What follows belongs to an exercise in optimizing a design on an open flow for small area, a short achievable clock period and few clock cycles per item; a production flow would make more cautious choices.
At most, simulation tests tie the RTL to the original design; equivalence was not proved.
Power is estimated from default activity; no workload was simulated.

run A:
Design bar_graph_page_renderer_unit, start of the top module:
module bar_graph_page_renderer_unit (
  input  wire logic  clk,
  input  wire logic  rst,
  input  wire logic         items_valid,
  output logic              items_ready,
  input  wire logic [1:0]   items_operation,
  input  wire logic [7:0]   items_sample,
  input  wire logic [1:0]   items_row,
  input  wire logic [6:0]   items_column,
  input  wire logic         cfg_valid,
  output logic              cfg_ready,
  input  wire logic [1:0]   cfg_index,
  input  wire logic [7:0]   cfg_data,
  output logic              results_valid,
  input  wire logic         results_ready,
  output logic [7:0]        results_pixel_byte,
  output logic              results_scale_valid
);
Size in the first run: about 3900 cells after synthesis, about 46 I/O pins.
==> flow/config.mk <==
export PLATFORM = sky130hd
export DESIGN_NAME = bar_graph_page_renderer_unit
export DESIGN_NICKNAME = bar_graph_page_renderer_unit
export VERILOG_FILES = /design/flow/design.v
export SDC_FILE = /design/flow/constraint.sdc
export NUM_CORES = 4
export LEC_CHECK = 0
export ABC_AREA = 1
export CAP_MARGIN = 20
export CORE_MARGIN = 2
export CORE_UTILIZATION = 40
export CTS_BUF_LIST = sky130_fd_sc_hd__clkbuf_16
export CTS_CLUSTER_DIAMETER = 70
export CTS_CLUSTER_SIZE = 25
export SETUP_SLACK_MARGIN = 2.7
export SLEW_MARGIN = 20
==> flow/constraint.sdc <==
create_clock -name core_clock -period 5.0 [get_ports {clk}]
set_input_delay 1.0000 -clock core_clock [delete_from_list [all_inputs] [get_ports {clk}]]
set_output_delay 1.0000 -clock core_clock [all_outputs]
set_load 0.01 [all_outputs]
run.sh (not shown) runs the stock make flow with config.mk's settings and CLKGATE_MAP_FILE= SYNTH_SCRIPT=/design/flow/synth_recipe.tcl, a recipe that flattens the netlist after the stock synthesis.
Run A reached the final stage; the timing, design-rule and antenna checks on its layout passed.
Testbench counts of run A, summed over its fixed seeds: cycles 10,384, items 8,192.
Setup changes, run A to run B
Settings: ABC_AREA: 1 -> unset.
--- outcome ---
- Lower sequential share of layout area goes to run A over run B.
- Delta (run B minus run A): required time of the critical path shows a reduction of 1.59 ns, die area -5.6%.
## Diff of input files: run C against run B
Settings: changing CTS_CLUSTER_SIZE from 25 to 30; changing SETUP_SLACK_MARGIN from 2.7 to 2.78; changing CTS_CLUSTER_DIAMETER from 70 to 80; setting PLACE_DENSITY to 0.75 for the first time.
## What came out
- Of run C and run B, it is run C that has the lower filler cell count.
- Of the two values seen for category of the most critical setup path, reg -> reg was produced by run C and reg -> out by run B.
- | total of clock buffers placed in the layout | lower: run C |
- From run B to run C, core box area did not move at all.
- Run C: maximum number of pins on one net before global-route repair is 35% lower than what run B reported.
- Run C vs. run B: number of cells in the finished layout apart from fillers about even; clock edge transition at the registers on the reported setup and hold paths went up by 0.02 ns.
Changes in run D relative to run C:
Settings: swapping 2.78 for 2.7 in SETUP_SLACK_MARGIN; clearing PLACE_DENSITY, which used to be 0.75; swapping 30 for 25 in CTS_CLUSTER_SIZE; swapping 40 for 55 in CORE_UTILIZATION; swapping 80 for 70 in CTS_CLUSTER_DIAMETER.
## What came out
Lower fraction of cell area in non-clock buffers was reported by run D, not run C.
[compare] base=run C new=run D: total CTS buffers picked up an extra 11; global-route usage grew by 7.7 points; via count -about 0.64%; power now larger.
Run C -> run D: non-clock inverter count in the final layout delta 0, exact match
On share of final-layout standard cells stronger than drive strength 1, the higher figure sits with run C, not run D.
Against run C as the reference, run D delivers a lower worst setup slack.
Row first-pass GRT wire length: run D higher / run C lower
Portion of total power attributed to combinational logic, run D and run C: larger value in run C
Looking at number of inserted diodes, run D sits 1 above run C.
## Diff of input files: run E against run D
Settings: a change of SETUP_SLACK_MARGIN from 2.7 to 2.84; a change of CTS_CLUSTER_DIAMETER from 70 to 80; a change of CTS_CLUSTER_SIZE from 25 to 30; a change of CORE_UTILIZATION from 55 to 40.
Results
- Compared with run D, in run E global-route usage down 6.5 points; wire length of the first global-routing pass up 3.0%; die area up 37%; width of the chip up about 17%; total power up about 1.8%.

## epsilon
bar_graph_page_renderer_unit, a different RTL version from the one above (not shown whole).
For scale: ~3100 cells after synthesis, about 1300 flip-flops.
export LEC_CHECK = 0
export CAP_MARGIN = 20
export CORE_MARGIN = 2
export CORE_UTILIZATION = 40
export SLEW_MARGIN = 20
create_clock -name core_clock -period 5.0 [get_ports {clk}]
Having completed the whole flow, epsilon delivered a layout that passed the timing, design-rule and antenna checks.
Changes in gamma relative to epsilon:
Settings: ABC_CLOCK_PERIOD_IN_PS: unset -> 3000; SETUP_SLACK_MARGIN: unset -> 1.8.
## What came out
Per the comparison of gamma with epsilon, number of vias after detailed routing rose by 1364; number of standard cells in the layout, taps in and fillers out rose by 199; fraction of final layout cells sized beyond drive strength 1 rose by 8.1 points; sequential share of cell area fell by 3.1 points. Re non-clock buffer count: gamma and epsilon aren't equal, and the higher value belongs to gamma. Minimum clock period on gamma is ahead of epsilon. The multi-input gate share of the layout cell area of gamma exceeds that of epsilon by 0.21 points. Compared with epsilon, gamma supports a higher clock frequency. Detailed-route wire length delta (gamma − epsilon): unfavourable.
Function was not checked in any run of this note: the RTL went through the layout flow alone.

[port drivers added, routing unchanged]
The flow's constraints put no driver on any port. The routed layouts listed below were extracted and timed again, unchanged, in two steps. Step 1, drivers: a clkbuf_16 drives clk and a buf_2 each remaining input, both assumed. Step 2 also shifts input and output timing later by t, the mid clock arrival at the registers, as if the neighbouring blocks saw the same clock. Slacks: ideal / step 1 / step 2; pairs: ideal / step 1.
run	t, ns	slack for setup (ns)	worst hold slack (ns)	worst setup path at the end
run A	0.738	2.765 / 2.695 / 2.046	0.317 / 0.317 / 0.317	input to register
run B	0.724	2.750 / 2.686 / 2.055	0.327 / 0.327 / 0.327	input to register
run C	0.711	2.768 / 2.750 / 2.168	0.334 / 0.334 / 0.334	input to register
run D	0.708	2.734 / 2.689 / 2.106	0.333 / 0.333 / 0.333	input to register
run E	0.698	2.762 / 2.762 / 2.203	0.335 / 0.335 / 0.335	input to register
epsilon	0.758	0.394 / 0.394 / 0.394	0.319 / 0.319 / 0.319	register to register
gamma	0.756	1.333 / 1.333 / 1.333	0.321 / 0.321 / 0.321	register to register
After both steps every run listed still meets setup and hold. The setup slack of run A, which loses most, moves by -0.070 ns with the drivers and by -0.719 ns with both steps.
